Source: an optimization exercise on an open RTL-to-GDS flow (aim: small area). Production flows keep margins and buffers that such runs may drop.
The RTL was checked by simulation tests, not by an equivalence proof against the original design.

==> job 1002 <==
Design menu_show_top, start of the top module:
module menu_show_top (
    input  wire         sys_clk,
    input  wire         sys_rst_n,
    input  wire         init_done,
    input  wire         show_char_done,
    input  wire         is_pressed,
    input  wire   [3:0] keyboard_data,
    input  wire   [1:0] scale,
    output wire         show_char_flag,
    output wire menu_pkg::glyph_t ascii_num,
    output wire menu_pkg::coord_t start_x,
    output wire menu_pkg::coord_t start_y,
    output wire menu_pkg::color_t background_color,
    output wire menu_pkg::color_t front_color
);
clock: 10.0 ns
lec_check: 0
cap_margin: 20
core_margin: 2
core_utilization: 40
cts_buf_list: sky130_fd_sc_hd__clkbuf_4
cts_cluster_diameter: 200
cts_cluster_size: 40
slew_margin: 20
standard.sh (not shown) runs the stock make flow with config.mk's settings and CLKGATE_MAP_FILE= SYNTH_SCRIPT=/design/flow/synth_recipe.tcl, a recipe that flattens the netlist after the stock synthesis.
==> flow/flow/run.sh <==
#!/bin/bash
set -euo pipefail
W=$(pwd)
sed "s|SYNTH_SCRIPT=[^ ]*|SYNTH_SCRIPT=$W/flow/synth.tcl 'BUFFER_PORTS_ARGS=-buffer_cell sky130_fd_sc_hd__buf_1'|" standard.sh > my_standard.sh
grep -q "SYNTH_SCRIPT=$W/flow/synth.tcl" my_standard.sh
bash my_standard.sh > flow.log 2>&1
==> flow/flow/area.abc <==
strash
&get -n
&deepsyn -T 30
&put
dch -f
amap
==> flow/flow/synth.tcl <==
# synth_recipe.tcl with ORFS's synth.tcl, except that ABC runs flow/area.abc
# and the half/full adder extraction (extract_fa) is skipped, so that ABC
# maps all of the logic.
proc synth {args} { yosys synth -nofsm -noshare {*}$args }
set my_dir [file dirname [file normalize [info script]]]
set fh [open $::env(SCRIPTS_DIR)/synth.tcl r]
set src [read $fh]
close $fh
set old {log_cmd abc {*}$abc_args}
if { [string first $old $src] < 0 } { error "synth.tcl: ABC call not found" }
set new "log_cmd abc -script $my_dir/area.abc {*}\$lib_args {*}\$lib_dont_use_args"
set src [string map [list $old $new] $src]
set old_fa {extract_fa {*}[dont_use_extract_fa_args]}
if { [string first $old_fa $src] < 0 } { error "synth.tcl: extract_fa call not found" }
set src [string map [list $old_fa {}] $src]
eval $src
# left out here: clear keep_hierarchy, flatten, clean up, hide names made inside functions, write 1_2_yosys.v
==> job 3808 (differences from job 1002) <==
--- a/flow/design.v
+++ b/flow/design.v
@@ -483,39 +483,28 @@
     localparam logic [3:0] ST_ADVANCE  = 4'd6;
     localparam logic [3:0] ST_HOLD     = 4'd7;
     localparam logic [3:0] ST_S_PREV   = 4'd8;    
     localparam logic [3:0] ST_S_NEXT   = 4'd9;
     localparam logic [3:0] ST_L_PREV   = 4'd10;   
     localparam logic [3:0] ST_L_NEXT   = 4'd11;
-    localparam logic [3:0] ST_HOLD1    = 4'd12;   
     logic [3:0] state;
     logic [1:0] song;        
     logic [6:0] pos;         
-    logic [2:0] expected;    
+    logic [6:0] pos_inc;
+    logic [2:0] expected;
     logic [6:0] song_last;
-    logic       note_slot;
-    logic       disp_read;
-    logic [6:0] rom_addr;
-    logic [2:0] rom_q;
-    assign note_slot = (cur_r == 3'd7) && cur_c[0] && (cur_c >= 5'd3);
-    assign disp_read = note_slot && (step_q || state == ST_HOLD1);
-    assign rom_addr  = pos + (disp_read ? {3'd0, cur_c[4:1]} : 7'd1);
-    assign rom_q     = rom_note(song, rom_addr);
+    assign pos_inc  = pos + 7'd1;
+    assign expected = rom_note(song, pos_inc);
     always_comb begin
         case (song)
             2'd0:    song_last = 7'd86 - 7'd1;
             2'd1:    song_last = 7'd112 - 7'd1;
             2'd2:    song_last = 7'd73 - 7'd1;
             default: song_last = 7'd97 - 7'd1;
         endcase
     end
-    always_ff @(posedge sys_clk) begin
-        if (!disp_read) begin
-            expected <= rom_q;
-        end
-    end
     always_ff @(posedge sys_clk or negedge sys_rst_n) begin
         if (!sys_rst_n) begin
             state <= ST_IDLE;
             song  <= 2'd0;
             pos   <= 7'd0;
         end else if (init_done) begin
@@ -530,24 +519,24 @@
                 ST_J_ADV:   state <= ST_ADVANCE;
                 ST_J_PREV:  state <= ST_S_PREV;
                 ST_J_NEXT:  state <= ST_S_NEXT;
                 ST_S_PREV:  state <= ST_L_PREV;
                 ST_S_NEXT:  state <= ST_L_NEXT;
                 ST_ADVANCE: begin
-                    pos   <= (pos == song_last) ? 7'd0 : pos + 7'd1;
-                    state <= ST_HOLD1;
+                    pos   <= (pos == song_last) ? 7'd0 : pos_inc;
+                    state <= ST_HOLD;
                 end
                 ST_L_PREV: begin
                     song  <= song - 2'd1;
                     pos   <= 7'd0;
-                    state <= ST_HOLD1;
+                    state <= ST_HOLD;
                 end
                 ST_L_NEXT: begin
                     song  <= song + 2'd1;
                     pos   <= 7'd0;
-                    state <= ST_HOLD1;
+                    state <= ST_HOLD;
                 end
                 ST_J_HOLD:  state <= ST_HOLD;
                 default:    state <= is_pressed ? ST_HOLD : ST_IDLE;
             endcase
         end
     end
@@ -559,13 +548,13 @@
                   cur_c >= 5'd4 && cur_c <= 5'd17 &&
                   {1'b0, cur_c[4:1]} - 5'd1 == {1'b0, keyboard_data};
     end
     always_ff @(posedge sys_clk) begin
         case (cur_r)
             3'd6: aux_q <= {1'b0, (cur_c == 5'd9) ? scale : song};
-            3'd7:  aux_q <= disp_read ? rom_q : aux_q;
+            3'd7:  aux_q <= rom_note(song, pos + {3'd0, cur_c[4:1]});
             default:     aux_q <= {1'b0, row_idx == scale, key_hit & (row_idx == scale)};
         endcase
     end
     localparam logic [63:0] TITLE_TXT  = "KeyBoard";
     localparam logic [71:0] ROW_TXT    = {"LOW", "MID", "HIG"};
     localparam logic [47:0] SAMPLE_TXT = "SAMPLE";
==> flow/flow/run.sh (replaced) <==
#!/bin/bash
set -euo pipefail
W=$(pwd)
sed "s|SYNTH_SCRIPT=[^ ]*|SYNTH_SCRIPT=$W/flow/synth.tcl|" standard.sh > my_standard.sh
grep -q "SYNTH_SCRIPT=$W/flow/synth.tcl" my_standard.sh
bash my_standard.sh > flow.log 2>&1
==> flow/flow/synth.tcl (replaced) <==
# synth_recipe.tcl with ORFS's synth.tcl, except that ABC runs flow/area.abc.
proc synth {args} { yosys synth -nofsm -noshare {*}$args }
set my_dir [file dirname [file normalize [info script]]]
set fh [open $::env(SCRIPTS_DIR)/synth.tcl r]
set src [read $fh]
close $fh
set old {log_cmd abc {*}$abc_args}
if { [string first $old $src] < 0 } { error "synth.tcl: ABC call not found" }
set new "log_cmd abc -script $my_dir/area.abc {*}\$lib_args {*}\$lib_dont_use_args"
set src [string map [list $old $new] $src]
eval $src
# left out here: clear keep_hierarchy, flatten, clean up, hide names made inside functions, write 1_2_yosys.v
CTS_BUF_LIST = default   (was sky130_fd_sc_hd__clkbuf_4)
CTS_CLUSTER_DIAMETER = default   (was 200)
CTS_CLUSTER_SIZE = default   (was 40)
==> qor_table.md <==
| Step | Item | This run |
|---|---|---|
| floorplan | Area enclosed by the die boundary | 16400 µm² |
| drt | Drt wl/cell | 22.4 µm |
| global routing | GRT met2 Usage | 55.3% |
| timing | Worst hold slack after final layout | 442 ps |
| finish | Most frequent cells in the layout | nor2_1, clkinv_1, o21ai_0 |
| yosys | Number of library cell types mapped by synthesis | 51 |
| outcome | Result of the run | complete, no violations |
| floorplan | Height of the chip | 128 µm |
| timing | Shortest period the worst path allows | 7020 ps |
| yosys | Synth top area share | 15.9% |
| drt | Detailed-route vias per instance | 6.74 |
| drt | DR WL met2 | 12500 µm |
| yosys | Cell Area, Synth | 6170 µm² |
(the above is from job 3808)
==> qor_table.md <==
| Step | Item | This run |
|---|---|---|
| outcome | Result of the run | complete, no violations |
| timing | Shortest period the worst path allows | 7820 ps |
| drt | Drt wl/cell | 19.6 µm |
| global routing | GRT met2 Usage | 49.6% |
| drt | Detailed-route vias per instance | 6.39 |
| floorplan | Area enclosed by the die boundary | 10600 µm² |
| finish | Most frequent cells in the layout | nor2_1, clkinv_1, nand2_1 |
| yosys | Synth top area share | 18.4% |
(the above is from job 1002)

==> what the ideal ports hide <==
Ports are ideal in the flow. The routed layouts listed here were re-timed in OpenROAD.
Step 1: set_driving_cell puts a clkbuf_16 on sys_clk and a buf_2 on each other input, an assumption about the parent block.
Step 2 moves the port delays by t, midway between the first and last clock arrival at a register: inputs arrive t later, outputs are due t later. That takes back most of the time a late clock gives input paths.
Three values: ideal, step 1, step 2; two values: the first two.
| run | shift t [ns] | setup WS [ns] | hold slack, ns | worst register clock-pin slew, ns |
|---|---|---|---|---|
| job 1002 | 0.352 | 2.185 / 2.185 / 2.185 | 0.492 / 0.492 / 0.492 | 0.10 / 0.10 |
| job 3808 | 0.295 | 2.978 / 2.978 / 2.978 | 0.442 / 0.442 / 0.442 | 0.07 / 0.07 |
After both steps every run listed still meets setup and hold.
